What follows belongs to an exercise in optimizing a design on an open flow for small area and a short achievable clock period; a production flow would make more cautious choices. Where RTL was checked, it was by simulation tests only, not by an equivalence proof against the original. The RTL of run 6 was laid out without a check of its function. Power and IR drop assume default switching activity.

===== flow/run.sh =====
#!/bin/bash
# Layout flow: the standard ORFS flow (standard.sh) with these changes:
#  - synthesis maps the logic for area (our ABC script, flow/abc_area.script, and no Yosys
#    full-adder extraction); registers
#    are mapped exactly as in the standard synthesis (flow/synth.tcl);
#  - ports are buffered with sky130_fd_sc_hd__buf_2;
#  - the resizer's setup repair works toward a setup margin (flow/margin.txt), so that it
#    shortens the paths that set the achieved clock period. The clock and constraints are the standard flow's;
#  - clock tree synthesis arguments come from flow/cts_args.txt;
#  - further ORFS make variables come from flow/extra_make.txt.
# Each step's full output goes to a log file in this folder.
set -euo pipefail
HERE=$(pwd)
FLOWDIR=$HERE/flow
MARGIN=$(cat $FLOWDIR/margin.txt)
CTSARGS=$(cat $FLOWDIR/cts_args.txt)
sed -e "s|SYNTH_SCRIPT=[^ ]*|SYNTH_SCRIPT=$FLOWDIR/synth.tcl|" standard.sh > own_synth.sh
sed -e "s|\"\${@:-finish}\"|SETUP_SLACK_MARGIN=$MARGIN BUFFER_PORTS_ARGS=\"-buffer_cell sky130_fd_sc_hd__buf_2\" CTS_ARGS=\"$CTSARGS\" $(cat $FLOWDIR/extra_make.txt) \"\${@:-finish}\"|" standard.sh > own_layout.sh
export CUSTOM_ABC_SCRIPT=$FLOWDIR/abc_area.script
bash own_synth.sh synth > flow_synth.log 2>&1
bash own_layout.sh > flow_layout.log 2>&1

===== flow/abc_area.script =====
&get -n; &st; &dch -f; &nf -a -R 1000; &put

===== flow/cts_args.txt =====
-sink_clustering_enable -repair_clock_nets -dont_use_dummy_load -buf_list sky130_fd_sc_hd__clkbuf_8 -sink_clustering_size 12 -sink_clustering_max_diameter 100

===== flow/extra_make.txt =====
REMOVE_ABC_BUFFERS=1

===== flow/margin.txt =====
72

===== flow/synth.tcl =====
proc synth {args} { yosys synth -nofsm -noshare {*}$args }
# Map combinational logic for area: use our own ABC script in place of the one ORFS picks.
proc abc {args} {
  set i [lsearch -exact $args -script]
  if { $i >= 0 } { lset args [expr {$i + 1}] $::env(CUSTOM_ABC_SCRIPT) }
  yosys abc {*}$args
}
# Leave adders to ABC instead of Yosys's full/half-adder cell extraction.
proc extract_fa {args} { }
source $::env(SCRIPTS_DIR)/synth.tcl
# left out here: clear keep_hierarchy, flatten, clean up, hide names made inside functions, write 1_2_yosys.v

===== standard.sh =====
#!/bin/bash
# synth_recipe.tcl (not shown) runs the flow's synth.tcl, then flattens the netlist and writes it again
# the make line also repeats each setting of config.mk as NAME=value (left out here)
make -C /OpenROAD-flow-scripts/flow DESIGN_CONFIG=/design/flow/config.mk WORK_HOME=/design/flow/orfs CLKGATE_MAP_FILE= SYNTH_SCRIPT=/design/flow/synth_recipe.tcl "${@:-finish}"

===== config.mk =====
export PLATFORM = sky130hd
export DESIGN_NAME = note_lane_scroller
export DESIGN_NICKNAME = note_lane_scroller
export VERILOG_FILES = /design/flow/design.v
export SDC_FILE = /design/flow/constraint.sdc
export NUM_CORES = 8
export LEC_CHECK = 0
export CAP_MARGIN = 30
export CORE_MARGIN = 2
export CORE_UTILIZATION = 55
export GPL_TIMING_DRIVEN = 0
export PLACE_DENSITY = 0.7
export SLEW_MARGIN = 30

===== constraint.sdc =====
create_clock -name core_clock -period 95.0 [get_ports {clock}]
set_input_delay 19.0000 -clock core_clock [delete_from_list [all_inputs] [get_ports {clock}]]
set_output_delay 19.0000 -clock core_clock [all_outputs]
set_load 0.01 [all_outputs]

===== design.v =====
package note_pkg;
  localparam int DEF_SPAWN_Y = 0;
  localparam int DEF_HIT_Y   = 420;
  localparam int DEF_HIT_WIN = 16;
  localparam int DEF_LANES   = 4;
  localparam int DEF_LANE_W  = 2;
  localparam int DEF_POS_W   = 10;
endpackage
module note_slot_pick #(
  parameter int N = 40
) (
  input  logic [N-1:0] mask_i,
  output logic [N-1:0] onehot_o,
  output logic         found_o
);
  assign onehot_o = mask_i & (~mask_i + N'(1));
  assign found_o  = |mask_i;
endmodule
module note_popcount20 (
  input  logic [19:0] x,
  output logic [4:0] y
);
  logic t1, t2, t3, t4, t5, t6, t7, t8, t9, t10, t11, t12, t13, t14, t15, t16, t17, t18, t19, t20, t21, t22, t23, t24, t25, t26, t27, t28, t29, t30, t31, t32, t33, t34, t35, t36;
  assign t1 = x[0] ^ x[1] ^ x[2];
  assign t2 = (x[0] & x[1]) | (x[0] & x[2]) | (x[1] & x[2]);
  assign t3 = x[3] ^ x[4] ^ x[5];
  assign t4 = (x[3] & x[4]) | (x[3] & x[5]) | (x[4] & x[5]);
  assign t5 = x[6] ^ x[7] ^ x[8];
  assign t6 = (x[6] & x[7]) | (x[6] & x[8]) | (x[7] & x[8]);
  assign t7 = x[9] ^ x[10] ^ x[11];
  assign t8 = (x[9] & x[10]) | (x[9] & x[11]) | (x[10] & x[11]);
  assign t9 = x[12] ^ x[13] ^ x[14];
  assign t10 = (x[12] & x[13]) | (x[12] & x[14]) | (x[13] & x[14]);
  assign t11 = x[15] ^ x[16] ^ x[17];
  assign t12 = (x[15] & x[16]) | (x[15] & x[17]) | (x[16] & x[17]);
  assign t13 = x[18] ^ x[19];
  assign t14 = x[18] & x[19];
  assign t15 = t1 ^ t3 ^ t5;
  assign t16 = (t1 & t3) | (t1 & t5) | (t3 & t5);
  assign t17 = t7 ^ t9 ^ t11;
  assign t18 = (t7 & t9) | (t7 & t11) | (t9 & t11);
  assign t19 = t2 ^ t4 ^ t6;
  assign t20 = (t2 & t4) | (t2 & t6) | (t4 & t6);
  assign t21 = t8 ^ t10 ^ t12;
  assign t22 = (t8 & t10) | (t8 & t12) | (t10 & t12);
  assign t23 = t15 ^ t17 ^ t13;
  assign t24 = (t15 & t17) | (t15 & t13) | (t17 & t13);
  assign t25 = t16 ^ t18 ^ t19;
  assign t26 = (t16 & t18) | (t16 & t19) | (t18 & t19);
  assign t27 = t21 ^ t14;
  assign t28 = t21 & t14;
  assign t29 = t24 ^ t25 ^ t27;
  assign t30 = (t24 & t25) | (t24 & t27) | (t25 & t27);
  assign t31 = t26 ^ t28 ^ t20;
  assign t32 = (t26 & t28) | (t26 & t20) | (t28 & t20);
  assign t33 = t30 ^ t31 ^ t22;
  assign t34 = (t30 & t31) | (t30 & t22) | (t31 & t22);
  assign t35 = t34 ^ t32;
  assign t36 = t34 & t32;
  assign y = {t36, t35, t33, t29, t23};
endmodule
module note_lane_scroller #(
  parameter  int LANES   = note_pkg::DEF_LANES,
  parameter  int SLOTS   = 40,
  parameter  int POS_W   = note_pkg::DEF_POS_W,
  parameter  int SPEED_W = 4,
  parameter  int SPAWN_Y = note_pkg::DEF_SPAWN_Y,
  parameter  int HIT_Y   = note_pkg::DEF_HIT_Y,
  parameter  int HIT_WIN = note_pkg::DEF_HIT_WIN,
  localparam int IDX_W   = $clog2(SLOTS),
  localparam int LANE_W  = $clog2(LANES),
  localparam int CNT_W   = $clog2(SLOTS + 1)
) (
  input  logic               clock,
  input  logic               reset_n,
  input  logic               tick,
  input  logic [SPEED_W-1:0] speed,
  input  logic               chart_valid,
  input  logic [LANES-1:0]   chart_lanes,
  output logic               chart_ready,
  input  logic [LANES-1:0]   strum,
  output logic [LANES-1:0]   hit,
  output logic [LANES-1:0]   miss,
  output logic [LANES-1:0]   bad_strum,
  input  logic [IDX_W-1:0]   rd_idx,
  output logic               rd_valid,
  output logic [LANE_W-1:0]  rd_lane,
  output logic [POS_W-1:0]   rd_pos,
  output logic [CNT_W-1:0]   active_count,
  output logic               overflow
);
  localparam int PW = 9;
  localparam logic [PW-1:0] P_OFS   = 9'd11;
  localparam logic [PW-1:0] P_SPAWN = PW'(SPAWN_Y) + P_OFS;
  localparam int NQ = 4;                        
  localparam int QS = SLOTS / NQ;
  localparam int CG = 2;                        
  localparam int GS = SLOTS / CG;
  localparam int GW = $clog2(GS + 1);
  typedef logic [SLOTS-1:0] plane_t;
  plane_t              sv_q;                    
  plane_t [LANE_W-1:0] sl_q;                    
  plane_t [PW-1:0]     sp_q;                    
  logic                ready_q;
  logic [LANES-1:0]    pend_q;
  logic [LANES-1:0]    hit_q, bad_q;
  logic [1:0][LANES-1:0] miss_q;               
  logic [CNT_W-1:0]    base_q;
  logic [CG-1:0][GW-1:0] gone_q;
  logic                ovf_q;
  logic                rdv_q;
  logic [LANE_W-1:0]   rdl_q;
  logic [PW-1:0]       rdp_q;
  plane_t          inwin;                       
  plane_t          zone;                        
  plane_t [3:0]    lane_oh;                     
  assign inwin = sv_q & sp_q[8] & sp_q[7] &
                 (sp_q[5] | (sp_q[4] & sp_q[3] & sp_q[2] & sp_q[1] & sp_q[0]));
  assign zone  = sp_q[8] & sp_q[7] & ~sp_q[6] & sp_q[5] & sp_q[4];
  assign lane_oh[0] = ~sl_q[1] & ~sl_q[0];
  assign lane_oh[1] = ~sl_q[1] &  sl_q[0];
  assign lane_oh[2] =  sl_q[1] & ~sl_q[0];
  assign lane_oh[3] =  sl_q[1] &  sl_q[0];
  plane_t                win;                   
  logic [LANES-1:0]      found;
  plane_t                cand  [LANES];
  logic [NQ-1:0][QS-1:0] alive [LANES][7];      
  logic [NQ-1:0]         qalive[LANES][7];      
  logic [NQ-1:0][5:0]    qmax  [LANES];
  logic [NQ-1:0][QS-1:0] qpick [LANES];
  logic [NQ-1:0]         qsel  [LANES];
  logic [5:0]            lmax  [LANES];         
  always_comb begin
    for (int l = 0; l < LANES; l++) begin
      cand[l]     = inwin & lane_oh[l];
      found[l]    = |cand[l];
      alive[l][0] = cand[l];
      for (int q = 0; q < NQ; q++) qalive[l][0][q] = |alive[l][0][q];
      for (int i = 0; i < 6; i++) begin
        for (int q = 0; q < NQ; q++) begin
          qmax[l][q][5-i]  = |(alive[l][i][q] & sp_q[5-i][q*QS +: QS]);
          alive[l][i+1][q] = alive[l][i][q] & (sp_q[5-i][q*QS +: QS] | {QS{~qmax[l][q][5-i]}});
        end
        lmax[l][5-i]    = |(qalive[l][i] & {qmax[l][3][5-i], qmax[l][2][5-i], qmax[l][1][5-i], qmax[l][0][5-i]});
        qalive[l][i+1]  = qalive[l][i] & ({qmax[l][3][5-i], qmax[l][2][5-i], qmax[l][1][5-i], qmax[l][0][5-i]} |
                                          {NQ{~lmax[l][5-i]}});
      end
      for (int q = 0; q < NQ; q++) qpick[l][q] = alive[l][6][q] & (~alive[l][6][q] + QS'(1));
      qsel[l] = qalive[l][6] & (~qalive[l][6] + NQ'(1));
    end
  end
  always_comb begin
    win = '0;
    for (int l = 0; l < LANES; l++) begin
      for (int q = 0; q < NQ; q++) win[q*QS +: QS] = win[q*QS +: QS] | (qpick[l][q] & {QS{qsel[l][q]}});
    end
  end
  plane_t            free_oh;
  logic              free_found;
  logic [LANES-1:0]  pend_oh;
  logic              pend_found;
  logic [LANE_W-1:0] pend_lane;
  plane_t            alloc;
  note_slot_pick #(.N(SLOTS)) u_free (
    .mask_i   (~sv_q),
    .onehot_o (free_oh),
    .found_o  (free_found)
  );
  note_slot_pick #(.N(LANES)) u_pend (
    .mask_i   (pend_q),
    .onehot_o (pend_oh),
    .found_o  (pend_found)
  );
  assign pend_lane = {pend_oh[3] | pend_oh[2], pend_oh[3] | pend_oh[1]};
  assign alloc     = ready_q ? '0 : free_oh;
  logic [3:0]      step;
  plane_t [PW:0]   carry;
  plane_t [PW-1:0] sum;
  plane_t          over;                        
  plane_t          hit_sel;                     
  plane_t          strummed;
  plane_t          sv_d;
  plane_t [PW-1:0] sp_d;
  plane_t [PW-1:0] step_pl;                   
  assign step = tick ? speed : '0;
  always_comb for (int b = 0; b < PW; b++) step_pl[b] = (b < 4) ? {SLOTS{step[b % 4]}} : '0;
  always_comb begin
    carry[0] = '0;
    for (int b = 0; b < PW; b++) begin
      sum[b]     = sp_q[b] ^ step_pl[b] ^ carry[b];
      carry[b+1] = (sp_q[b] & step_pl[b]) | (sp_q[b] & carry[b]) | (step_pl[b] & carry[b]);
    end
    over     = sv_q & zone & carry[4];
    hit_sel  = ({SLOTS{strum[0]}} & lane_oh[0]) | ({SLOTS{strum[1]}} & lane_oh[1]) |
               ({SLOTS{strum[2]}} & lane_oh[2]) | ({SLOTS{strum[3]}} & lane_oh[3]);
    strummed = win & hit_sel;
    sv_d     = (sv_q & ~over & ~strummed) | alloc;
    for (int b = 0; b < PW; b++) sp_d[b] = P_SPAWN[b] ? (sum[b] | alloc) : (sum[b] & ~alloc);
  end
  logic [LANES-1:0]       over_any, hit_keep;
  logic [1:0][LANES-1:0]  over_other, miss_d;
  logic [4:0]             hit_ge;               
  logic [CG-1:0][GW-1:0]  gone_d;
  logic [CNT_W-1:0]       count_now, base_d;
  always_comb begin
    for (int l = 0; l < LANES; l++) begin
      over_any[l]   = found[l] & (lmax[l][5:4] == 2'b11) & ((5'(lmax[l][3:0]) + 5'(step)) >= 5'd16);
      for (int h = 0; h < 2; h++) begin
        over_other[h][l] = |(over[h*(SLOTS/2) +: SLOTS/2] & lane_oh[l][h*(SLOTS/2) +: SLOTS/2] &
                             ~win[h*(SLOTS/2) +: SLOTS/2]);
      end
      miss_d[0][l] = strum[l] ? over_other[0][l] : over_any[l];
      miss_d[1][l] = strum[l] & over_other[1][l];
    end
    hit_keep  = strum & found & ~over_any;
    hit_ge[0] = 1'b1;
    hit_ge[1] = |hit_keep;
    hit_ge[2] = (hit_keep[0] & (hit_keep[1] | hit_keep[2] | hit_keep[3])) | (hit_keep[1] & (hit_keep[2] | hit_keep[3])) |
                (hit_keep[2] & hit_keep[3]);
    hit_ge[3] = (hit_keep[0] & hit_keep[1] & (hit_keep[2] | hit_keep[3])) | (hit_keep[2] & hit_keep[3] & (hit_keep[0] | hit_keep[1]));
    hit_ge[4] = &hit_keep;
  end
  for (genvar g = 0; g < CG; g++) begin : g_gone
    note_popcount20 u_pc (
      .x (over[g*GS +: GS]),
      .y (gone_d[g])
    );
  end
  always_comb begin
    count_now = base_q;
    for (int g = 0; g < CG; g++) count_now = count_now - CNT_W'(gone_q[g]);
    begin
      logic [CNT_W-1:0] c;
      c = count_now + CNT_W'(!ready_q && free_found);
      base_d = hit_ge[4] ? c - CNT_W'(4) : hit_ge[3] ? c - CNT_W'(3) : hit_ge[2] ? c - CNT_W'(2) :
               hit_ge[1] ? c - CNT_W'(1) : c;
    end
  end
  plane_t            rsel;
  logic              rdv_d;
  logic [LANE_W-1:0] rdl_d;
  logic [PW-1:0]     rdp_d;
  always_comb begin
    rsel  = (IDX_W'(rd_idx) < IDX_W'(SLOTS)) ? (plane_t'(1) << rd_idx) : '0;
    rdv_d = |(rsel & sv_q);
    for (int b = 0; b < LANE_W; b++) rdl_d[b] = |(rsel & sl_q[b]);
    for (int b = 0; b < PW; b++)     rdp_d[b] = |(rsel & sp_q[b]);
  end
  always_ff @(posedge clock or negedge reset_n) begin
    if (!reset_n) begin
      sv_q    <= '0;
      ready_q <= 1'b1;
      pend_q  <= '0;
      hit_q   <= '0;
      miss_q  <= '0;
      bad_q   <= '0;
      base_q  <= '0;
      gone_q  <= '0;
      ovf_q   <= 1'b0;
      rdv_q   <= 1'b0;
    end else begin
      sv_q   <= sv_d;
      hit_q  <= strum & found;
      bad_q  <= strum & ~found;
      miss_q <= miss_d;
      base_q <= base_d;
      gone_q <= gone_d;
      rdv_q  <= rdv_d;
      if (ready_q) begin
        if (chart_valid && (chart_lanes != '0)) begin
          pend_q  <= chart_lanes;
          ready_q <= 1'b0;
        end
      end else begin
        if (!free_found) ovf_q <= 1'b1;
        pend_q <= pend_q & ~pend_oh;
        if ((pend_q & ~pend_oh) == '0) ready_q <= 1'b1;
      end
    end
  end
  always_ff @(posedge clock) begin
    sp_q  <= sp_d;
    for (int s = 0; s < SLOTS; s++) begin
      if (alloc[s]) begin
        for (int b = 0; b < LANE_W; b++) sl_q[b][s] <= pend_lane[b];
      end
    end
    rdl_q <= rdl_d;
    rdp_q <= rdp_d;
  end
  assign chart_ready  = ready_q;
  assign hit          = hit_q;
  assign miss         = miss_q[0] | miss_q[1];
  assign bad_strum    = bad_q;
  assign rd_valid     = rdv_q;
  assign rd_lane      = rdl_q;
  assign rd_pos       = {1'b0, rdp_q - P_OFS};
  assign active_count = count_now;
  assign overflow     = ovf_q;
endmodule

==> results of run 1 <==
registers in the layout, summed over array words and instances, names as in the netlist:
register  flops
rdp_q         9
miss_q        8
sv_q         40
pend_q        4
ovf_q         1
sp_q        360
ready_q       1
bad_q         4
rdv_q         1
hit_q         4
gone_q       10
rdl_q         2
sl_q         80
base_q        6
worst paths after layout:
path / startpoint / endpoint / slack, ns / cells after the start
worst max-delay path: tick / gone_q[9]$_DFF_PN0_ / 72.08 / 19
worst min-delay path: ovf_q$_DFFE_PN0P_ / ovf_q$_DFFE_PN0P_ / 0.49 / 1
worst max register to register: sp_q[140]$_DFF_P_ / miss_q[5]$_DFF_PN0_ / 80.69 / 44
worst min register to register: ovf_q$_DFFE_PN0P_ / ovf_q$_DFFE_PN0P_ / 0.49 / 1
max in group asynchronous: reset_n / sv_q[28]$_DFF_PN0_ / 76.11 / 2
min in group asynchronous: reset_n / sv_q[4]$_DFF_PN0_ / 18.12 / 1
placed cells by master, fill, tap and decap left out, types with 70 or more instances in the layout:
master	synthesis	layout
nor3_1	258	244
maj3_1	97	75
a22o_1	70	70
clkinv_1	115	109
o221a_1	86	86
o21a_1	547	547
o211ai_1	112	112
nand3_1	177	176
xor2_1	91	87
nand2_1	739	728
xnor2_1	214	196
nor2_1	570	511
nand4_1	142	142
a222oi_1	129	129
and2_0	80	71
a21oi_1	167	163
o21ai_0	319	281
nor4_1	93	70
dfrtp_1	78	78
a22oi_1	291	291
nand2b_1	124	124
dfxtp_1	371	371
edfxtp_1	80	80
and3_1	99	87
repair_timing:
action,4_1_cts,5_1_grt
resized for setup,68,135
setup buffers,12,32
pin swaps,13,41
cloned,4,5
endpoints found under the setup margin,9,7
final cells by class:
| type | count | share of cell area |
|---|---|---|
| flip-flops and latches | 530 | 0.237 |
| diodes | 14 | 0.000702 |
| clock buffers | 52 | 0.0143 |
| multi-input cells | 5160 | 0.682 |
| repair buffers | 163 | 0.0310 |
| well taps | 1060 | 0.0266 |
| inverters | 115 | 0.00865 |
worst max-delay path: stages:
cell	delay (ns)
clkbuf_4	0.17
and2_4	0.27
buf_16	0.18
buf_4	0.14
nand2_1	0.07
o21ai_1	0.27
maj3_1	0.26
maj3_1	0.23
and2_1	0.24
nand2_1	0.11
or3_1	0.41
maj3_1	0.51
xnor2_4	0.38
maj3_2	0.31
nor2_2	0.06
nand2b_1	0.15
xnor2_1	0.16
maj3_1	0.40
a211oi_2	0.22
cells in the mapped netlist (all sizes together) (93+ instances only):
| cell type | instances |
|---|---|
| nor3 | 258 |
| o21ai | 319 |
| nand2 | 739 |
| a222oi | 129 |
| nand3 | 177 |
| nor4 | 93 |
| clkinv | 115 |
| o211ai | 112 |
| o21a | 547 |
| a22oi | 291 |
| nand2b | 124 |
| nor2 | 570 |
| nand4 | 142 |
| and3 | 99 |
| xnor2 | 214 |
| maj3 | 97 |
| a21oi | 167 |
| dfxtp | 371 |
per-layer routing:
| metal | vias to the layer above | GRT usage | share of wire |
|---|---|---|---|
| li1 | 23285 | - | - |
| met1 | 25640 | 0.668 | 0.36 |
| met2 | 4798 | 0.710 | 0.38 |
| met3 | 1032 | 0.231 | 0.18 |
| met4 | 28 | 0.324 | 0.078 |
| met5 | - | 0.00737 | 0.00098 |
metrics by stage:
step | cells | worst slack (ns) | hold slack [ns] | utilization
floorplan | 5804 | 68.84 | 0.443 | -
global placement | 6917 | 64.86 | 0.462 | 0.576
detailed placement | 6970 | 70.30 | 0.478 | 0.591
CTS | 7038 | 72.01 | 0.495 | 0.606
global route | 7083 | 71.92 | 0.512 | 0.617
finish | 7094 | 72.08 | 0.486 | 0.617
power groups by stage:
stage	Combinational (W)	Sequential, W	Clock [W]
2_1_floorplan	0.000530	0.000506	0
3_3_place_gp	0.000764	0.000637	0
3_5_place_dp	0.000812	0.000641	0
4_1_cts	0.000820	0.000638	0.000132
5_1_grt	0.000926	0.000671	0.000140
6_report	0.000885	0.000673	0.000134
kinds of logic (layout without fill, tap and decap cells):
kind of cell,count (synthesis),count (layout),synth area share
and+or+nand+nor,2634,2635,0.289
buffers and inverters,116,330,0.00976
AOI/OAI and AO/OA,2088,2088,0.341
muxes,33,33,0.0165
adders and majority gates,97,97,0.0216
xor gates and xnor gates,306,306,0.0599
other,1,15,0.0000834
DFF,530,530,0.262
==> run notes, run 1 <==
CTS sink cnt=530; Layout Nets=6044; row count=104; worst skew pair latency=0.77 ns; Synth Flop Type=dfxtp_1; # IOs=55; initial antenna violation count=30; final setup TNS=0 ns; # fillers=7293; largest area contributor in the netlist=dfxtp_1; DP Wirelength=176000 um; Worst-path clk slew=0.08 ns; Slew Limit Fails=0; clk root buf=clkbuf_8; max_slew headroom=0.159; Congestion Overflow GR=0; Buffers on Ports=53; final setup vio count=0; CTS Hold Buffers Added=0; P_sw=0.00102 W; Starting Density=0.557; EDFF count, synth=80; die width=290 um; sequential-to-total area share from yosys stat=0.262; critical path arrival=23.57 ns; Slew @ Worst Pin=1.25 ns; post-DR wirelength/cell=32.9 um; Tot GR Track Use=0.521; Worst Skew=0.127 ns; die area=0.0841 mm2; Residual DRC=0; DP Area=0.0477 mm2; hold crit path type=reg2reg; DRT iter0 DRCs=10.2k; post-synthesis cell count=5805; sw frac=0.601; Synth async-reset ratio=0.149; CP Class=in2reg; post-layout min period=22.92 ns; TritonCTS clock tree=yes; core area=0.0808 mm2; Pwr Total=0.00169 W; yosys warns=8; RSZ-0062 raised after global routing=no; Register Area=0.0118 mm2; Syn Area/Cell=7.75 um2; CP Data Required Time=95.65 ns; WL final=234000 um; Synth top area share=0.165; routability cong.=1.12; total CTS buffers=52; largest net degree at the start of global routing=63; status=finished clean; mean number of vias per cell=7.72; Fmax achieved=43.6 MHz; max-cap violations=0; clock network power share=0.079; Pwr Density=33.9 mW/mm2; Die H=290 um; static leakage power=17.6 nW; cell area after synthesis=0.0450 mm2; synth unique cells=67; Worst IR Drop VDD=0.0324 mV; CP endpoint kind=flip-flop; vias in the first global route=48.6k; H-tree depth=2; sequential power share=0.398; CTS Buffer Depth=3; Comb pwr share=0.523; First-pass DRT Iterations=14; Area growth, synth to finish=10.9%; Design Area, Final=0.0499 mm2; top area cells in the synthesized netlist=dfxtp_1 17%, o21a_1 9.1%, nand2_1 6.2%; Final Hold Violating Endpoints=0; Crit Path Max Fanout=7; CP Launch Type=input pin; fraction of layout cells with a size suffix above 1=0.0817; fin crit share=0.241; footprint of the multi-input gates=0.0340 mm2; P_int=0.000675 W; DR vias=54.8k; Synth Register Bits=530; global-route wire length before repair=328000 um; DRT antenna net count=0
==> inputs of run 2 (changes only) <==
==> flow/run.sh (replaced) <==
#!/bin/bash
# Layout flow: the standard ORFS flow (standard.sh) with these changes:
#  - synthesis (flow/synth.tcl) is the standard flow's synth_recipe.tcl with the logic mapped for area: ABC runs
#    flow/abc_area.script instead of ORFS's script, and Yosys's full/half-adder extraction is
#    skipped. Registers are mapped exactly as in the standard synthesis;
#  - ports are buffered with sky130_fd_sc_hd__buf_2;
#  - the resizer's setup repair works toward a setup margin (flow/margin.txt), so that it
#    shortens the paths that set the achieved clock period. The clock and constraints are the standard flow's;
#  - clock tree synthesis uses the arguments in flow/cts_args.txt.
# Each step's full output goes to a log file in this folder (flow_synth.log, flow_layout.log).
set -euo pipefail
HERE=$(pwd)
FLOWDIR=$HERE/flow
MARGIN=$(cat $FLOWDIR/margin.txt)
CTSARGS=$(cat $FLOWDIR/cts_args.txt)
sed -e "s|SYNTH_SCRIPT=[^ ]*|SYNTH_SCRIPT=$FLOWDIR/synth.tcl|" standard.sh > own_synth.sh
sed -e "s|\"\${@:-finish}\"|SETUP_SLACK_MARGIN=$MARGIN BUFFER_PORTS_ARGS=\"-buffer_cell sky130_fd_sc_hd__buf_2\" CTS_ARGS=\"$CTSARGS\" \"\${@:-finish}\"|" standard.sh > own_layout.sh
export CUSTOM_ABC_SCRIPT=$FLOWDIR/abc_area.script
bash own_synth.sh synth > flow_synth.log 2>&1
bash own_layout.sh > flow_layout.log 2>&1
--- a/config.mk
+++ b/config.mk
@@ -5,9 +5,9 @@
 export SDC_FILE = /design/flow/constraint.sdc
 export NUM_CORES = 8
 export LEC_CHECK = 0
-export CAP_MARGIN = 30
+export CAP_MARGIN = 25
 export CORE_MARGIN = 2
 export CORE_UTILIZATION = 55
 export GPL_TIMING_DRIVEN = 0
 export PLACE_DENSITY = 0.7
-export SLEW_MARGIN = 30
+export SLEW_MARGIN = 25
removed: flow/extra_make.txt
==> run notes, run 2 <==
status=finished clean; final setup vio count=0 (unchanged); Biggest register=sp_q; yosys warns=8 (unchanged); total CTS buffers=53 (+1.9%); hold crit path type=reg2reg; sequential power share=0.408 (+0.010); die area=0.0841 mm2 (unchanged); fin crit share=0.243 (+0.00190); TritonCTS clock tree=yes; # fillers=7455 (+2.2%); Synth async-reset ratio=0.149 (unchanged); First-pass DRT Iterations=14 (unchanged); final setup TNS=0 ns (unchanged); DP Wirelength=175000 um (-0.16%); Congestion Overflow GR=0 (unchanged); CP Class=in2reg; DRT iter0 DRCs=10.4k (+2.4%); FF-to-FF path depth=42 (-4.5%); Die H=290 um (unchanged); # IOs=55 (unchanged); RSZ-0062 raised after global routing=yes; global-route wire length before repair=327000 um (-0.24%); CTS sink cnt=530 (unchanged); Tot GR Track Use=0.520 (-0.000934); top post-synthesis cells by count=739 x nand2_1, 570 x nor2_1, 547 x o21a_1; Area growth, synth to finish=9.43%; H-tree depth=2 (unchanged); core area=0.0808 mm2 (unchanged); Worst Skew=0.140 ns (+0.0131 ns); Synth Register Bits=530 (unchanged); crit path launch=speed[1]; post-synthesis cell count=5805 (unchanged); fraction of layout cells with a size suffix above 1=0.0668 (-0.0149); clock network power share=0.081 (+0.002); Critical R2R Capture=miss_q[5]$_DFF_PN0_; Starting Density=0.557 (unchanged); die width=290 um (unchanged); largest area contributor in the netlist=dfxtp_1; initial antenna violation count=25 (-17%); largest net degree at the start of global routing=63 (unchanged); vias in the first global route=47.9k (-1.5%); Residual DRC=0 (unchanged); DR vias=54.4k (-0.73%); Design Area, Final=0.0492 mm2 (-1.3%); most frequent cells in the layout=725 x nand2_1, 547 x o21a_1, 528 x nor2_1, 371 x dfxtp_1, 291 x a22oi_1; Slew Limit Fails=0 (unchanged); Buffers on Ports=53 (unchanged); Worst IR Drop VDD=0.0300 mV (-7.5%); cell area after synthesis=0.0450 mm2 (unchanged); Slew @ Worst Pin=1.32 ns (+0.0689 ns); Register Area=0.0118 mm2 (unchanged); max_slew headroom=0.119 (-0.0395); post-layout min period=23.10 ns (+0.181 ns); P_int=0.000669 W (-0.90%); synth unique cells=67 (unchanged); sw frac=0.600 (-0.00102); Synth top area share=0.165 (unchanged); commonest non-fill, non-tap cell in the layout=nand2_1; Fmax achieved=43.3 MHz (-0.78%); Layout Nets=6012 (-0.53%); CP Launch Type=input pin; top area cells in the synthesized netlist=dfxtp_1 17%, o21a_1 9.1%, nand2_1 6.2%; row count=104 (unchanged); Final Hold Violating Endpoints=0 (unchanged); WL final=232000 um (-0.85%); footprint of the multi-input gates=0.0338 mm2 (-0.70%); R2R Path Start=sp_q[170]$_DFF_P_; top flop regs=sp_q (360), sl_q (80), sv_q (40); static leakage power=17.3 nW (-1.7%); routability cong.=1.13 (+0.83%); clk root buf=clkbuf_8; CP endpoint kind=flip-flop; Reg2Reg Setup Slack=80.74 ns (+0.05 ns); DRT antenna net count=0 (unchanged); worst skew pair latency=0.80 ns (+0.03 ns); Comb pwr share=0.511 (-0.012); sequential-to-total area share from yosys stat=0.262 (unchanged); P_sw=0.00100 W (-1.3%); max-cap violations=0 (unchanged); Worst-path clk slew=0.08 ns (about the same); crit path to=gone_q[9]$_DFF_PN0_; most common cell in the netlist=nand2_1; Pwr Density=34.0 mW/mm2 (+0.16%); Syn Area/Cell=7.75 um2 (unchanged); Synth Flop Type=dfxtp_1; CTS Buffer Depth=3 (unchanged); max FFs per register=360 (unchanged); post-DR wirelength/cell=32.8 um (-0.34%); CP Data Required Time=95.60 ns (-0.05 ns); CTS Hold Buffers Added=0 (unchanged); EDFF count, synth=80 (unchanged); DP Area=0.0479 mm2 (+0.27%); critical path arrival=23.70 ns (+0.13 ns); mean number of vias per cell=7.70 (-0.23%); Crit Path Max Fanout=9 (+2)
-- run 2: changes by cell type in the layout (fill, tap and decap cells not counted), moves of 6 or more --
cell,previous run,this run
nor2_1,511,528
nor2_2,58,41
buf_4,61,45
maj3_1,75,86
maj3_2,21,11
buf_2,60,51
o21ai_1,23,14
and3_1,87,94
xnor2_1,196,203
nor4_2,23,17
xnor2_2,17,11
-- run 2: worst max-delay path, cell delays in order --
cell	delay, ns
buf_4	0.21
and2_4	0.22
buf_12	0.15
buf_12	0.13
nor2_2	0.12
o21ai_2	0.10
maj3_1	0.40
maj3_1	0.42
and2_0	0.21
nand2_1	0.16
nor3_4	0.08
xnor2_1	0.15
xnor2_1	0.30
clkinv_1	0.17
maj3_2	0.44
maj3_1	0.41
nor2_1	0.17
nand2b_1	0.14
xnor2_1	0.09
maj3_1	0.39
a211oi_1	0.22
-- run 2: worst min-delay path by stage --
stage | startpoint | endpoint | slack [ns] | cells past startpoint
CTS | ovf_q$_DFFE_PN0P_ | ovf_q$_DFFE_PN0P_ | 0.47 | 1
global placement | ovf_q$_DFFE_PN0P_ | ovf_q$_DFFE_PN0P_ | 0.44 | 1
detailed placement | ovf_q$_DFFE_PN0P_ | ovf_q$_DFFE_PN0P_ | 0.45 | 1
floorplan | sp_q[355]$_DFF_P_ | sp_q[355]$_DFF_P_ | 0.44 | 2
finish | ovf_q$_DFFE_PN0P_ | ovf_q$_DFFE_PN0P_ | 0.47 | 1
global route | ovf_q$_DFFE_PN0P_ | ovf_q$_DFFE_PN0P_ | 0.51 | 1
-- run 2: power groups by stage --
| stage | logic, W | registers, W | clock network, W |
|---|---|---|---|
| floorplan | 0.000535 | 0.000508 | 0 |
| global placement | 0.000755 | 0.000646 | 0 |
| detailed placement | 0.000797 | 0.000650 | 0 |
| CTS | 0.000802 | 0.000646 | 0.000134 |
| global route | 0.000902 | 0.000677 | 0.000141 |
| finish | 0.000855 | 0.000682 | 0.000136 |
-- run 2: final cells by class --
| type | count | area share |
|---|---|---|
| Tap cell | 1060 | 0.0269 |
| Antenna cell | 10 | 0.000508 |
| Inverter | 115 | 0.00882 |
| Buffer | 1 | 0.000152 |
| Multi-Input combinational cell | 5164 | 0.686 |
| Timing Repair Buffer | 125 | 0.0227 |
| Clock buffer | 53 | 0.0148 |
| Sequential cell | 530 | 0.240 |
-- run 2: layer usage --
metal,vias to the layer above,global-route usage,wire length [um]
li1,23262,-,-
met1,25231,0.659,83000
met2,4720,0.697,87000
met5,-,0.0397,638
met4,36,0.323,18600
met3,1132,0.253,42400
-- run 2: logic make-up after synthesis --
logic type | share of synthesized area
buffers and inverters | 0.00976
and+or+nand+nor | 0.289
adders and majority gates | 0.0216
AOI/OAI and AO/OA | 0.341
muxes | 0.0165
other | 0.0000834
xor gates and xnor gates | 0.0599
DFF | 0.262
-- run 2: what timing repair did --
action / in CTS / in global routing
cloned: 4 / 2
resized for setup: 23 / 30
setup endpoints to repair: 9 / 8
setup buffers: 10 / 14
pin swaps: 4 / 7
-- run 2: per-stage QoR --
step	util	setup slack (ns)	hold slack (ns)	cells	total power, W
floorplan	-	71.90	0.443	5805	0.00104
global placement	0.580	70.21	0.438	6918	0.00140
detailed placement	0.592	70.65	0.446	6963	0.00145
CTS	0.605	71.98	0.465	7030	0.00158
global route	0.609	71.76	0.509	7049	0.00172
finish	0.609	71.90	0.466	7058	0.00167
==> inputs of run 3 (changes only) <==
--- a/config.mk
+++ b/config.mk
@@ -7,7 +7,7 @@
 export LEC_CHECK = 0
 export CAP_MARGIN = 25
 export CORE_MARGIN = 2
-export CORE_UTILIZATION = 55
+export CORE_UTILIZATION = 50
 export GPL_TIMING_DRIVEN = 0
 export PLACE_DENSITY = 0.7
 export SLEW_MARGIN = 25
==> run notes, run 3 <==
hold path depth=1 (unchanged); Starting Density=0.502 (-0.0546); mean number of vias per cell=7.48 (-2.9%); Slew @ Worst Pin=1.31 ns (-0.00754 ns); Syn Area/Cell=7.75 um2 (unchanged); Critical R2R Capture=miss_q[7]$_DFF_PN0_; Final Hold Violating Endpoints=0 (unchanged); cell area after synthesis=0.0450 mm2 (unchanged); CP endpoint kind=flip-flop; global-route wire length before repair=332000 um (+1.4%); Tot GR Track Use=0.484 (-0.0369); # IOs=55 (unchanged); CTS sink cnt=530 (unchanged); Pwr Density=34.0 mW/mm2 (about the same); min setup slack post-route=72.03 ns (+0.130 ns); Die H=304 um (+4.8%); CTS Buffer Depth=3 (unchanged); Slew Limit Fails=0 (unchanged); total CTS buffers=52 (-1.9%); hold crit path type=reg2reg; largest area contributor in the netlist=dfxtp_1; CP Launch Type=input pin; critical path arrival=23.62 ns (-0.08 ns); largest net degree at the start of global routing=63 (unchanged); footprint of the multi-input gates=0.0338 mm2 (unchanged); yosys warns=8 (unchanged); TritonCTS clock tree=yes; most common cell in the netlist=nand2_1; H-tree depth=2 (unchanged); top area cells in the synthesized netlist=dfxtp_1 17%, o21a_1 9.1%, nand2_1 6.2%; CP Class=in2reg; WL final=237000 um (+2.4%); post-layout min period=22.97 ns (-0.130 ns); Synth top area share=0.165 (unchanged); Register Area=0.0118 mm2 (unchanged); Synth Flop Type=dfxtp_1; initial antenna violation count=24 (-4.0%); most frequent cells in the layout=722 x nand2_1, 547 x o21a_1, 520 x nor2_1, 371 x dfxtp_1, 291 x a22oi_1; routability cong.=1.10 (-2.7%); Pwr Total=0.00168 W (+0.46%); Worst-path clk slew=0.08 ns (about the same); worst skew pair latency=0.80 ns (about the same); post-DR wirelength/cell=33.1 um (+0.75%); Layout Nets=6012 (unchanged); final setup vio count=0 (unchanged); EDFF count, synth=80 (unchanged); sequential-to-total area share from yosys stat=0.262 (unchanged); Biggest register=sp_q; core area=0.0896 mm2 (+11%); Worst Skew=0.0810 ns (-0.0590 ns); max-cap violations=0 (unchanged); RSZ-0062 raised after global routing=yes; row count=110 (+5.8%); static leakage power=17.3 nW (+0.13%); Area growth, synth to finish=9.93%; Reg2Reg Setup Slack=80.68 ns (-0.06 ns); post-place setup slack=70.41 ns (-0.243 ns); Congestion Overflow GR=0 (unchanged); Synth Register Bits=530 (unchanged); worst hold slack=0.454 ns (-0.0119 ns); DR vias=53.7k (-1.3%); status=finished clean; Synth async-reset ratio=0.149 (unchanged); DRT iter0 DRCs=9775 (-6.2%); die width=304 um (+4.8%); Worst IR Drop VDD=0.0292 mV (-2.5%); Residual DRC=0 (unchanged); FF-to-FF path depth=39 (-7.1%); final setup TNS=0 ns (unchanged); fin crit share=0.242 (-0.00137); hold-critical path endpoint=ovf_q$_DFFE_PN0P_; min-delay src=ovf_q$_DFFE_PN0P_; Fmax achieved=43.5 MHz (+0.57%); First-pass DRT Iterations=13 (-1); Buffers on Ports=53 (unchanged); top flop regs=sp_q (360), sl_q (80), sv_q (40); DP Wirelength=182000 um (+3.6%); R2R Path Start=sp_q[69]$_DFF_P_; synth unique cells=67 (unchanged); post-synthesis cell count=5805 (unchanged); commonest non-fill, non-tap cell in the layout=nand2_1; top post-synthesis cells by count=739 x nand2_1, 570 x nor2_1, 547 x o21a_1; # fillers=8637 (+16%); Crit Path Max Fanout=35 (+26); clk root buf=clkbuf_8; vias in the first global route=47.8k (-0.11%); max_slew headroom=0.116 (-0.00305); die area=0.0924 mm2 (+9.9%); DRT antenna net count=0 (unchanged); CP Data Required Time=95.66 ns (+0.06 ns); fraction of layout cells with a size suffix above 1=0.0693 (+0.00251); max FFs per register=360 (unchanged)
==> run 3: cell counts after synthesis <==
No cell type changed its count.
==> run 3: worst max-delay path by stage <==
stage	from	endpoint	slack, ns	depth (start not counted)
final	strum[0]	base_q[5]$_DFF_PN0_	72.03	9
after global routing	tick	gone_q[9]$_DFF_PN0_	71.96	20
after CTS	speed[1]	gone_q[3]$_DFF_PN0_	71.99	22
after detailed placement	speed[1]	gone_q[9]$_DFF_PN0_	70.41	21
after global placement	tick	gone_q[9]$_DFF_PN0_	70.09	20
after floorplan	tick	gone_q[9]$_DFF_PN0_	71.90	20
==> run 3: stage by stage <==
| step | instance area, um2 | util | cells |
|---|---|---|---|
| 6_report | 49500 | 0.552 | 7173 |
| 5_1_grt | 49400 | 0.552 | 7167 |
| 4_1_cts | 48900 | 0.546 | 7142 |
| 3_5_place_dp | 48100 | 0.537 | 7081 |
| 3_3_place_gp | 47000 | 0.525 | 7034 |
| 2_1_floorplan | 45300 | - | 5805 |
==> run 3: report_power, final <==
part	internal, W	total, W	switching [W]
Combinational	0.000287	0.000878	0.000591
Clock	0.0000484	0.000136	0.0000874
Sequential	0.000336	0.000667	0.000330
==> run 3: repair_timing <==
| item | CTS | global route |
|---|---|---|
| resized for setup | 12 | 53 |
| hold buffers | 0 | 0 |
| gates cloned | 3 | 4 |
| setup endpoints to repair | 8 | 7 |
| buffers inserted | 6 | 17 |
| pin swaps | 5 | 18 |
==> run 3: kinds of logic (layout without fill, tap and decap cells) <==
kind of cell | Yosys count | count (layout) | share of synthesized area
buffers and inverters | 116 | 296 | 0.00976
DFF | 530 | 530 | 0.262
adders and majority gates | 97 | 97 | 0.0216
xor gates and xnor gates | 306 | 306 | 0.0599
and+or+nand+nor | 2634 | 2637 | 0.289
muxes | 33 | 33 | 0.0165
AOI/OAI and AO/OA | 2088 | 2088 | 0.341
other | 1 | 10 | 0.0000834
==> run 3: layout make-up <==
class / count / share of cell area
Antenna cell: 9 / 0.000455
Timing Repair Buffer: 128 / 0.0245
Buffer: 1 / 0.000152
Clock buffer: 52 / 0.0145
Inverter: 115 / 0.00878
Multi-Input combinational cell: 5162 / 0.683
Tap cell: 1176 / 0.0298
Sequential cell: 530 / 0.239
==> run 3: routing by layer <==
metal  routed length (um)  vias to the layer above  global-route usage
met3                37700                      881               0.185
met4                17700                       20               0.278
met2                91700                     4151               0.670
met5                  125                        -                   0
li1                     -                    23218                   -
met1                89900                    25400               0.637
==> run 3: worst max-delay path, cell delays in order <==
cell	delay, ns
buf_2	0.79
clkinv_1	1.08
nor2_1	0.91
nand4_1	0.53
o22ai_1	0.73
nand2_1	0.16
o21ai_0	0.12
o22ai_1	0.12
xnor2_1	0.14
==> inputs of run 4 (changes only) <==
--- a/config.mk
+++ b/config.mk
@@ -5,9 +5,9 @@
 export SDC_FILE = /design/flow/constraint.sdc
 export NUM_CORES = 8
 export LEC_CHECK = 0
-export CAP_MARGIN = 25
+export CAP_MARGIN = 30
 export CORE_MARGIN = 2
 export CORE_UTILIZATION = 50
 export GPL_TIMING_DRIVEN = 0
 export PLACE_DENSITY = 0.7
-export SLEW_MARGIN = 25
+export SLEW_MARGIN = 30
==> run notes, run 4 <==
Synth Register Bits=530 (unchanged); Die H=304 um (unchanged); Core Util, Final=0.555 (+0.00277); Post-Synth Adder-Cell Area=0.0216 (unchanged); Starting Density=0.502 (unchanged); top area cells in the synthesized netlist=dfxtp_1 17%, o21a_1 9.1%, nand2_1 6.2%; Buffers on Ports=53 (unchanged); worst hold slack=0.455 ns (+0.000897 ns); RSZ-0062 raised after global routing=yes; DP Wirelength=182000 um (about the same); post-DR wirelength/cell=32.7 um (-0.97%); CTS Buffer Depth=3 (unchanged); Layout Nets=6019 (+0.12%); post-synthesis cell count=5805 (unchanged); R2R Path Start=sp_q[172]$_DFF_P_; Synth async-reset ratio=0.149 (unchanged); TritonCTS clock tree=yes; FF-to-FF path depth=41 (+5.1%); initial antenna violation count=23 (-4.2%); critical path arrival=23.58 ns (-0.04 ns); Syn Area/Cell=7.75 um2 (unchanged); Slew Limit Fails=0 (unchanged); Worst-path clk slew=0.09 ns (about the same); commonest non-fill, non-tap cell in the layout=nand2_1; die area=0.0924 mm2 (unchanged); cell area after synthesis=0.0450 mm2 (unchanged); DRT antenna net count=0 (unchanged); static leakage power=17.5 nW (+0.71%); vias in the first global route=47.6k (-0.49%); die width=304 um (unchanged); CP Class=in2reg; Worst Skew=0.0734 ns (-0.00754 ns); Critical R2R Capture=miss_q[5]$_DFF_PN0_; Synth Area in XOR/XNOR=0.0599 (unchanged); mean number of vias per cell=7.45 (-0.49%); clk root buf=clkbuf_8; global-route wire length before repair=333000 um (+0.17%); post-place setup slack=70.54 ns (+0.129 ns); sequential-to-total area share from yosys stat=0.262 (unchanged); Post-Synth Simple-Gate Area=0.289 (unchanged); Congestion Overflow GR=0 (unchanged); CP Data Required Time=95.66 ns (about the same); routability cong.=1.10 (unchanged); # IOs=55 (unchanged); largest net degree at the start of global routing=63 (unchanged); synth unique cells=67 (unchanged); Final Hold Violating Endpoints=0 (unchanged); Area growth, synth to finish=10.5%; largest area contributor in the netlist=dfxtp_1; most frequent cells in the layout=720 x nand2_1, 547 x o21a_1, 509 x nor2_1, 371 x dfxtp_1, 291 x a22oi_1; CTS Hold Buffers Added=0 (unchanged); final setup vio count=0 (unchanged); top post-synthesis cells by count=739 x nand2_1, 570 x nor2_1, 547 x o21a_1; most common cell in the netlist=nand2_1; DR vias=53.5k (-0.37%); Worst IR Drop VDD=0.0305 mV (+4.4%); min-delay src=ovf_q$_DFFE_PN0P_; footprint of the multi-input gates=0.0340 mm2 (+0.53%); post-layout min period=22.92 ns (-0.0446 ns); CP endpoint kind=flip-flop; Slew @ Worst Pin=1.19 ns (-0.128 ns); max FFs per register=360 (unchanged); # fillers=8567 (-0.81%); Pwr Density=33.9 mW/mm2 (-0.35%); final setup TNS=0 ns (unchanged); Crit Path Max Fanout=16 (-54%); Tot GR Track Use=0.485 (+0.00113); Residual DRC=0 (unchanged); largest family of logic cells by synthesized area=compound AO/OA/AOI/OAI gates; CTS sink cnt=530 (unchanged); CP Launch Type=input pin; min setup slack post-route=72.08 ns (+0.0446 ns); max-cap violations=0 (unchanged); WL final=235000 um (-0.85%); EDFF count, synth=80 (unchanged); row count=110 (unchanged); Register Area=0.0118 mm2 (unchanged); Fmax achieved=43.6 MHz (+0.19%); max_slew headroom=0.202 (+0.0859); hold-critical path endpoint=ovf_q$_DFFE_PN0P_; fin crit share=0.241 (-0.000469); yosys warns=8 (unchanged); hold path depth=1 (unchanged); status=finished clean; fraction of layout cells with a size suffix above 1=0.0761 (+0.00676); mux contribution to synthesized area=0.0165 (unchanged); H-tree depth=2 (unchanged); Compound-Gate Fraction of Synth Area=0.341 (unchanged); Biggest register=sp_q; DRT iter0 DRCs=9661 (-1.2%); total CTS buffers=52 (unchanged); Synth Flop Type=dfxtp_1; worst skew pair latency=0.80 ns (about the same); top flop regs=sp_q (360), sl_q (80), sv_q (40); First-pass DRT Iterations=13 (unchanged); hold crit path type=reg2reg; Reg2Reg Setup Slack=80.68 ns (about the same); Synth top area share=0.165 (unchanged); core area=0.0896 mm2 (unchanged)
==> run 4: cell counts after synthesis <==
Identical to the previous run, type by type.
==> run 4: final cells by class <==
type / instances / share of cell area
Multi-Input combinational cell: 5160 / 0.683
Sequential cell: 530 / 0.238
Tap cell: 1176 / 0.0296
Timing Repair Buffer: 137 / 0.0256
Clock buffer: 52 / 0.0144
Inverter: 115 / 0.00876
Antenna cell: 11 / 0.000554
Buffer: 1 / 0.000151
==> run 4: cell families after synthesis <==
kind of cell | after synthesis
AND/OR/NAND/NOR | 2634
adder cells (fa/ha/maj) | 97
XOR/XNOR | 306
multiplexers | 33
other | 1
AO/OA/AOI/OAI | 2088
flip-flops | 530
buffers and inverters | 116
==> run 4: timing repair <==
item,CTS,global route
endpoints found under the setup margin,8,6
pin swaps,5,26
setup buffers,9,17
resized for setup,16,70
cloned,3,2
==> run 4: metrics by stage <==
stage	area, um2	instances	total power (W)
after floorplan	45300	5805	0.00104
after global placement	47000	7034	0.00142
after detailed placement	48200	7084	0.00147
after CTS	49100	7148	0.00161
after global routing	49700	7175	0.00174
final	49700	7182	0.00168
==> run 4: critical path: stages <==
cell and delay (ns):
buf_6 0.15, and2_4 0.24, buf_16 0.18, buf_12 0.16, nor2_1 0.12, o21ai_1 0.13
maj3_1 0.41, maj3_1 0.41, and3_1 0.25, nor3b_4 0.19, buf_4 0.16, xnor2_4 0.15
xnor2_4 0.23, nand2_2 0.11, a21oi_4 0.26, nor2_1 0.10, nor2_2 0.21, a21boi_2 0.19
o22a_1 0.16, nand2_1 0.07, a21o_1 0.19, maj3_2 0.32, xor2_1 0.14
==> run 4: power breakdown <==
part,switching (W),total (W),internal [W]
registers,0.000332,0.000668,0.000336
logic,0.000590,0.000879,0.000290
clock network,0.0000874,0.000136,0.0000485
==> run 4: metal layers <==
| metal | up-vias | GRT usage | wire length (um) |
|---|---|---|---|
| li1 | 23255 | - | - |
| met1 | 25258 | 0.636 | 89400 |
| met2 | 4103 | 0.670 | 91600 |
| met3 | 838 | 0.191 | 37400 |
| met4 | 20 | 0.278 | 16600 |
| met5 | - | 0 | 126 |
==> run 4: how the worst max path moves through the flow <==
stage / slack (ns) / startpoint / endpoint
after floorplan: 71.90 / tick / gone_q[9]$_DFF_PN0_
after global placement: 70.09 / tick / gone_q[9]$_DFF_PN0_
after detailed placement: 70.54 / speed[1] / gone_q[9]$_DFF_PN0_
after CTS: 72.00 / tick / gone_q[9]$_DFF_PN0_
after global routing: 71.90 / tick / gone_q[3]$_DFF_PN0_
final: 72.08 / speed[1] / gone_q[3]$_DFF_PN0_
==> inputs of run 5 (changes only) <==
==> flow/cts_args.txt (replaced) <==
-sink_clustering_enable -repair_clock_nets -dont_use_dummy_load -buf_list sky130_fd_sc_hd__clkbuf_8 -sink_clustering_size 14 -sink_clustering_max_diameter 100
--- a/config.mk
+++ b/config.mk
@@ -5,9 +5,9 @@
 export SDC_FILE = /design/flow/constraint.sdc
 export NUM_CORES = 8
 export LEC_CHECK = 0
-export CAP_MARGIN = 30
+export CAP_MARGIN = 25
 export CORE_MARGIN = 2
-export CORE_UTILIZATION = 50
+export CORE_UTILIZATION = 55
 export GPL_TIMING_DRIVEN = 0
 export PLACE_DENSITY = 0.7
-export SLEW_MARGIN = 30
+export SLEW_MARGIN = 25
==> run notes, run 5 <==
post-synthesis cell count=5805 (unchanged); CTS Hold Buffers Added=0 (unchanged); sequential-to-total area share from yosys stat=0.262 (unchanged); DRT antenna net count=0 (unchanged); RSZ-0062 raised after global routing=yes; Residual DRC=0 (unchanged); CTS Buffer Depth=3 (unchanged); Crit Path Max Fanout=20 (+4); cell area after synthesis=0.0450 mm2 (unchanged); initial antenna violation count=20 (-13%); P_int=0.000664 W (-1.6%); DRT iter0 DRCs=10.5k (+8.7%); Slew @ Worst Pin=1.25 ns (+0.0619 ns); post-DR wirelength/cell=32.9 um (+0.39%); Comb pwr share=0.514 (-0.008); CP Launch Type=input pin; CP Class=in2reg; top area cells in the synthesized netlist=dfxtp_1 17%, o21a_1 9.1%, nand2_1 6.2%; Core Util, Final=0.610 (+0.0554); max FFs per register=360 (unchanged); sequential power share=0.409 (+0.012); global-route wire length before repair=327000 um (-1.7%); Area growth, synth to finish=9.59%; CP Data Required Time=95.59 ns (-0.07 ns); Synth async-reset ratio=0.149 (unchanged); Worst Skew=0.110 ns (+0.0370 ns); most frequent cells in the layout=726 x nand2_1, 547 x o21a_1, 526 x nor2_1, 371 x dfxtp_1, 291 x a22oi_1; # IOs=55 (unchanged); First-pass DRT Iterations=14 (+1); yosys warns=8 (unchanged); row count=104 (-5.5%); mean number of vias per cell=7.71 (+3.6%); post-layout min period=23.03 ns (+0.104 ns); max_slew headroom=0.162 (-0.0404); EDFF count, synth=80 (unchanged); P_sw=0.00100 W (-0.60%); Fmax achieved=43.4 MHz (-0.45%); Worst IR Drop VDD=0.0279 mV (-8.4%); Slew Limit Fails=0 (unchanged); top post-synthesis cells by count=739 x nand2_1, 570 x nor2_1, 547 x o21a_1; Pwr Density=33.8 mW/mm2 (-0.19%); Synth Register Bits=530 (unchanged); Worst-path clk slew=0.08 ns (about the same); Placed Cells=6963 (-1.7%); total CTS buffers=46 (-12%); hold crit path type=reg2reg; vias in the first global route=47.9k (+0.65%); die width=290 um (-4.6%); CP endpoint kind=flip-flop; DP Wirelength=175000 um (-3.5%); DR vias=54.4k (+1.8%); synth unique cells=67 (unchanged); sw frac=0.602 (+0.00232); H-tree depth=2 (unchanged); Congestion Overflow GR=0 (unchanged); most common cell in the netlist=nand2_1; Design Area, Final=0.0493 mm2 (-0.80%); Synth Flop Type=dfxtp_1; fraction of layout cells with a size suffix above 1=0.0695 (-0.00660); Biggest register=sp_q; WL final=232000 um (-1.3%); TritonCTS clock tree=yes; Layout Nets=6013 (-0.10%); Tot GR Track Use=0.520 (+0.0353); largest area contributor in the netlist=dfxtp_1; top flop regs=sp_q (360), sl_q (80), sv_q (40); Syn Area/Cell=7.75 um2 (unchanged); static leakage power=17.4 nW (-0.59%); max-cap violations=0 (unchanged); Synth top area share=0.165 (unchanged); die area=0.0841 mm2 (-9.0%); critical path arrival=23.62 ns (+0.04 ns); worst skew pair latency=0.78 ns (-0.02 ns); fin crit share=0.242 (+0.00109); final setup vio count=0 (unchanged); fin cells=7059 (-1.7%); core area=0.0808 mm2 (-9.8%); largest net degree at the start of global routing=63 (unchanged); clk root buf=clkbuf_8; Starting Density=0.557 (+0.0546); # fillers=7440 (-13%); commonest non-fill, non-tap cell in the layout=nand2_1; final setup TNS=0 ns (unchanged); DP Area=0.0479 mm2 (-0.60%); routability cong.=1.13 (+2.8%); clock network power share=0.076 (-0.005); Final Hold Violating Endpoints=0 (unchanged); Die H=290 um (-4.6%); CTS sink cnt=530 (unchanged); status=finished clean; Buffers on Ports=53 (unchanged)
run 5: power by group through the flow:
stage	sequential (W)	clock (W)	combinational, W
2_1_floorplan	0.000508	0	0.000535
3_3_place_gp	0.000646	0	0.000755
3_5_place_dp	0.000650	0	0.000797
4_1_cts	0.000646	0.000126	0.000802
5_1_grt	0.000677	0.000132	0.000905
6_report	0.000682	0.000127	0.000857
run 5: layout make-up:
cell class / instances / area [um2] / area share
flip-flops and latches: 530 / 11800 / 0.240
inverters: 115 / 434 / 0.00881
repair buffers: 134 / 1240 / 0.0251
clock buffers: 46 / 633 / 0.0128
well taps: 1060 / 1330 / 0.0269
plain buffers: 1 / 7.51 / 0.000152
diodes: 10 / 25.0 / 0.000508
multi-input cells: 5163 / 33800 / 0.686
run 5: worst max-delay path, cell delays in order:
cell	delay (ns)
buf_4	0.22
and2_4	0.23
buf_12	0.15
clkbuf_16	0.22
nand2_1	0.14
o21ai_0	0.16
maj3_1	0.42
maj3_1	0.39
and3_1	0.23
nand2_1	0.23
xnor2_2	0.13
xnor2_2	0.27
nand2_1	0.13
a21oi_2	0.33
a21boi_1	0.14
nor2_2	0.13
a21boi_2	0.16
o22a_1	0.17
nand2_1	0.07
a21o_1	0.20
maj3_2	0.32
xor2_1	0.15
run 5: layer usage:
layer	part of all wire	GRT usage
met5	0.0012	0.0147
met2	0.37	0.695
met4	0.084	0.329
met3	0.19	0.257
met1	0.36	0.657
run 5: through the flow:
| step | worst slack (ns) | hold WS, ns | power, W |
|---|---|---|---|
| final | 71.97 | 0.466 | 0.00167 |
| after CTS | 72.00 | 0.467 | 0.00157 |
| after detailed placement | 70.65 | 0.446 | 0.00145 |
| after global placement | 70.21 | 0.438 | 0.00140 |
| after floorplan | 71.90 | 0.443 | 0.00104 |
| after global routing | 71.82 | 0.511 | 0.00171 |
run 5: cell families (layout without fill, tap and decap cells):
family                     Yosys count  after routing  share of synthesized area
DFF                                530            530                      0.262
xor gates and xnor gates           306            306                     0.0599
AOI/OAI and AO/OA                 2088           2088                      0.341
adders and majority gates           97             97                     0.0216
muxes                               33             33                     0.0165
other                                1             11                  0.0000834
buffers and inverters              116            296                    0.00976
and+or+nand+nor                   2634           2638                      0.289
run 5: repair_timing:
item / 4_1_cts / 5_1_grt
pin swaps: 7 / 13
buffers inserted: 11 / 17
hold endpoints to repair: 0 / 0
setup endpoints to repair: 9 / 8
cloned: 4 / 3
resized for setup: 25 / 38
run 5: final timing paths:
| kind | from | depth (start not counted) | end | slack, ns |
|---|---|---|---|---|
| min in group asynchronous | reset_n | 1 | sv_q[4]$_DFF_PN0_ | 18.17 |
| max in group asynchronous | reset_n | 2 | sv_q[32]$_DFF_PN0_ | 76.14 |
| max | speed[1] | 22 | gone_q[3]$_DFF_PN0_ | 71.97 |
| min | ovf_q$_DFFE_PN0P_ | 1 | ovf_q$_DFFE_PN0P_ | 0.47 |
| max reg2reg | sp_q[180]$_DFF_P_ | 44 | miss_q[7]$_DFF_PN0_ | 80.92 |
| min reg2reg | ovf_q$_DFFE_PN0P_ | 1 | ovf_q$_DFFE_PN0P_ | 0.47 |
==> inputs of run 6 (changes only) <==
--- a/design.v
+++ b/design.v
@@ -176,6 +176,7 @@
   logic [3:0]      step;
   plane_t [PW:0]   carry;
   plane_t [PW-1:0] sum;
+  plane_t [3:0]    gen, prp;                    
   plane_t          over;                        
   plane_t          hit_sel;                     
   plane_t          strummed;
@@ -186,9 +187,16 @@
   always_comb for (int b = 0; b < PW; b++) step_pl[b] = (b < 4) ? {SLOTS{step[b % 4]}} : '0;
   always_comb begin
     carry[0] = '0;
-    for (int b = 0; b < PW; b++) begin
-      sum[b]     = sp_q[b] ^ step_pl[b] ^ carry[b];
-      carry[b+1] = (sp_q[b] & step_pl[b]) | (sp_q[b] & carry[b]) | (step_pl[b] & carry[b]);
+    for (int b = 0; b < 4; b++) begin
+      gen[b] = sp_q[b] & step_pl[b];
+      prp[b] = sp_q[b] | step_pl[b];
+    end
+    for (int b = 0; b < 3; b++) carry[b+1] = gen[b] | (prp[b] & carry[b]);
+    carry[4] = gen[3] | (prp[3] & gen[2]) | (prp[3] & prp[2] & gen[1]) | (prp[3] & prp[2] & prp[1] & gen[0]);
+    for (int b = 0; b < 4; b++) sum[b] = sp_q[b] ^ step_pl[b] ^ carry[b];
+    for (int b = 4; b < PW; b++) begin
+      sum[b]     = sp_q[b] ^ carry[b];
+      carry[b+1] = sp_q[b] & carry[b];
     end
     over     = sv_q & zone & carry[4];
     hit_sel  = ({SLOTS{strum[0]}} & lane_oh[0]) | ({SLOTS{strum[1]}} & lane_oh[1]) |
==> flow/cts_args.txt (replaced) <==
-sink_clustering_enable -repair_clock_nets -dont_use_dummy_load -buf_list sky130_fd_sc_hd__clkbuf_8 -sink_clustering_size 12 -sink_clustering_max_diameter 100
--- a/config.mk
+++ b/config.mk
@@ -5,9 +5,9 @@
 export SDC_FILE = /design/flow/constraint.sdc
 export NUM_CORES = 8
 export LEC_CHECK = 0
-export CAP_MARGIN = 25
+export CAP_MARGIN = 30
 export CORE_MARGIN = 2
 export CORE_UTILIZATION = 55
 export GPL_TIMING_DRIVEN = 0
 export PLACE_DENSITY = 0.7
-export SLEW_MARGIN = 25
+export SLEW_MARGIN = 30
==> run notes, run 6 <==
Synth Flop Type=dfxtp_1; Post-Synth Adder-Cell Area=0.0160 (-0.00563); synth unique cells=69 (+3.0%); most common cell in the netlist=nand2_1; top area cells in the synthesized netlist=dfxtp_1 16%, o21a_1 9.4%, nand2_1 6.0%; Residual DRC=0 (unchanged); top flop regs=sp_q (360), sl_q (80), sv_q (40); post-layout min period=23.04 ns (+0.0144 ns); row count=105 (+0.96%); Area growth, synth to finish=10.0%; Syn Area/Cell=7.71 um2 (-0.46%); most frequent cells in the layout=719 x nand2_1, 566 x o21a_1, 546 x nor2_1, 371 x dfxtp_1, 298 x a22oi_1; Pwr Density=32.9 mW/mm2 (-2.5%); H-tree depth=2 (unchanged); Register Area=0.0118 mm2 (unchanged); Biggest register=sp_q; sequential-to-total area share from yosys stat=0.261 (-0.00113); Synth async-reset ratio=0.149 (unchanged); die area=0.0845 mm2 (+0.42%); Tot GR Track Use=0.526 (+0.00602); P_int=0.000660 W (-0.61%); hold crit path type=reg2reg; fin crit share=0.243 (about the same); routability cong.=1.10 (-2.9%); fraction of layout cells with a size suffix above 1=0.0713 (+0.00187); max-cap violations=0 (unchanged); # fillers=7474 (+0.46%); largest net degree at the start of global routing=70 (+11%); post-synthesis cell count=5857 (+0.90%); critical path arrival=23.64 ns (+0.02 ns); cell area after synthesis=0.0452 mm2 (+0.43%); Synth Register Bits=530 (unchanged); DP Wirelength=178000 um (+1.5%); largest family of logic cells by synthesized area=compound AO/OA/AOI/OAI gates; RSZ-0062 raised after global routing=no; Slew Limit Fails=0 (unchanged); top post-synthesis cells by count=720 x nand2_1, 598 x nor2_1, 566 x o21a_1; # IOs=55 (unchanged); grt met3 use=0.197 (-0.0602); CTS Buffer Depth=3 (unchanged); Fmax achieved=43.4 MHz (about the same); Core Util, Final=0.608 (-0.00190); footprint of the multi-input gates=0.0340 mm2 (+0.62%); Slew @ Worst Pin=1.29 ns (+0.0379 ns); CP Data Required Time=95.60 ns (about the same); First-pass DRT Iterations=14 (unchanged); Layout Nets=6080 (+1.1%); DR vias=55.1k (+1.2%); final setup vio count=0 (unchanged); WL final=235000 um (+1.4%); post-DR wirelength/cell=33.0 um (+0.29%); Comb pwr share=0.508 (-0.006); Final Hold Violating Endpoints=0 (unchanged); global-route wire length before repair=333000 um (+1.9%); GRT Max-Usage Layer=met2; EDFF count, synth=80 (unchanged); static leakage power=17.2 nW (-1.1%); die width=291 um (+0.21%); commonest non-fill, non-tap cell in the layout=nand2_1; min setup slack post-route=71.96 ns (-0.0144 ns); Compound-Gate Fraction of Synth Area=0.348 (+0.00748); CP endpoint kind=flip-flop; CP Class=in2reg; Placed Cells=7041 (+1.1%); P_sw=0.000978 W (-2.5%); Starting Density=0.553 (-0.00382); yosys warns=8 (unchanged); DRT antenna net count=0 (unchanged); Post-Synth Simple-Gate Area=0.284 (-0.00476); Worst-path clk slew=0.09 ns (about the same); post-place setup slack=70.24 ns (-0.411 ns); Worst Skew=0.122 ns (+0.0113 ns); DRT iter0 DRCs=9925 (-5.5%); max FFs per register=360 (unchanged); Die H=291 um (+0.21%); clock network power share=0.081 (+0.005); Synth Area in XOR/XNOR=0.0632 (+0.00332); TritonCTS clock tree=yes; met1 Track Usage GR=0.630 (-0.0269); clk root buf=clkbuf_8; fin cells=7135 (+1.1%); mux contribution to synthesized area=0.0174 (+0.000926); status=finished clean; Design Area, Final=0.0497 mm2 (+0.81%); Congestion Overflow GR=0 (unchanged); sequential power share=0.410 (about the same); Worst IR Drop VDD=0.0369 mV (+32%); final setup TNS=0 ns (unchanged); CP Launch Type=input pin; Buffers on Ports=53 (unchanged); worst skew pair latency=0.80 ns (+0.02 ns); initial antenna violation count=18 (-10%); Crit Path Max Fanout=34 (+70%); CTS sink cnt=530 (unchanged); core area=0.0817 mm2 (+1.1%); max_slew headroom=0.135 (-0.0268); total CTS buffers=52 (+13%); largest area contributor in the netlist=dfxtp_1; Synth top area share=0.164 (-0.000709); DP Area=0.0482 mm2 (+0.62%); vias in the first global route=49.7k (+3.6%); sw frac=0.597 (-0.00462); met2 usage=0.754 (+0.0590); mean number of vias per cell=7.72 (about the same)
-- run 6: cell count changes after synthesis, moves of 11 or more --
cell,change
nor2_1,+28
or4_1,-11
nand2_1,-19
o21a_1,+19
xnor2_1,+26
maj3_1,-25
o21ai_0,-24
a21oi_1,+82
nand2b_1,-41
nor3_1,+27
-- run 6: path summary, 6_finish.rpt --
| check | from | endpoint | slack (ns) | cells past startpoint |
|---|---|---|---|---|
| max | strum[3] | base_q[4]$_DFF_PN0_ | 71.96 | 8 |
| min | sp_q[337]$_DFF_P_ | sp_q[337]$_DFF_P_ | 0.50 | 1 |
| max reg2reg | sp_q[180]$_DFF_P_ | miss_q[4]$_DFF_PN0_ | 80.44 | 41 |
| min reg2reg | sp_q[337]$_DFF_P_ | sp_q[337]$_DFF_P_ | 0.50 | 1 |
| max in group asynchronous | reset_n | sv_q[4]$_DFF_PN0_ | 76.12 | 2 |
| min in group asynchronous | reset_n | sv_q[26]$_DFF_PN0_ | 18.10 | 1 |
-- run 6: power by group through the flow --
| stage | sequential (W) | clock [W] | combinational (W) |
|---|---|---|---|
| floorplan | 0.000509 | 0 | 0.000499 |
| global placement | 0.000639 | 0 | 0.000716 |
| detailed placement | 0.000643 | 0 | 0.000771 |
| CTS | 0.000639 | 0.000132 | 0.000776 |
| global route | 0.000672 | 0.000138 | 0.000874 |
| finish | 0.000672 | 0.000133 | 0.000832 |
-- run 6: critical path, stage by stage --
cell and delay [ns]:
buf_2 0.81, clkinv_1 0.96, nor2_1 1.00, nand4_1 0.64, o22ai_1 0.70, nand2_1 0.15
o22ai_1 0.18, o21ai_0 0.16
-- run 6: cell type report --
| type | count | area share |
|---|---|---|
| multi-input combinational | 5215 | 0.685 |
| inverter | 113 | 0.00853 |
| clock buffer | 52 | 0.0144 |
| timing repair buffer | 145 | 0.0270 |
| antenna | 9 | 0.000453 |
| tap | 1070 | 0.0269 |
| sequential | 530 | 0.238 |
| buffer | 1 | 0.000151 |
-- run 6: cell families after synthesis --
group	after synthesis
other	1
buffers and inverters	114
adder cells (fa/ha/maj)	72
multiplexers	35
AO/OA/AOI/OAI	2156
XOR/XNOR	326
AND/OR/NAND/NOR	2623
flip-flops	530
-- run 6: timing repair --
action,in CTS,in global routing
hold buffers,0,0
setup endpoints to repair,9,7
buffers inserted,9,16
gates resized for setup,22,70
gates cloned,2,4
pin swaps,8,28
-- run 6: routing by layer --
| metal | wire [um] | up-vias |
|---|---|---|
| met1 | 80600 | 25782 |
| li1 | - | 23440 |
| met4 | 24500 | 18 |
| met2 | 92900 | 4721 |
| met5 | 113 | - |
| met3 | 36900 | 1117 |
-- run 6: per-stage QoR --
stage / hold WS, ns / power, W
3_5_place_dp: 0.474 / 0.00141
2_1_floorplan: 0.443 / 0.00101
5_1_grt: 0.514 / 0.00168
6_report: 0.498 / 0.00164
4_1_cts: 0.488 / 0.00155
3_3_place_gp: 0.457 / 0.00136

separate check: timing with driven ports:
How much do the figures lean on ideal ports? The routed layouts below were timed once more, with nothing changed but the port constraints.
Step 1 assumes that a clkbuf_16 drives the clock port and a buf_2 every other input.
Step 2 moves the port delays by t, midway between the first and last clock arrival at a register: inputs arrive t later, outputs are due t later. That takes back most of the time a late clock gives input paths.
Slacks: ideal / step 1 / step 2; pairs: ideal / step 1.
run	shift t [ns]	setup slack, ns	worst hold slack (ns)	worst setup path at the end	worst data-port slew with drivers (ns)
run 1	0.783	72.082 / 72.127 / 71.344	0.486 / 0.486 / 0.486	input to register	0.13
run 2	0.792	71.901 / 71.944 / 71.152	0.466 / 0.466 / 0.466	input to register	0.16
run 3	0.836	72.032 / 72.079 / 71.244	0.454 / 0.454 / 0.454	input to register	0.14
run 4	0.833	72.076 / 72.108 / 71.275	0.455 / 0.455 / 0.455	input to register	0.15
run 5	0.795	71.972 / 72.019 / 71.224	0.466 / 0.466 / 0.466	input to register	0.14
run 6	0.811	71.958 / 72.005 / 71.193	0.498 / 0.498 / 0.498	input to register	0.16
After both steps setup and hold are still met in every run listed. The setup slack of run 4, which loses most, moves by +0.032 ns with the drivers and by -0.801 ns with both steps.
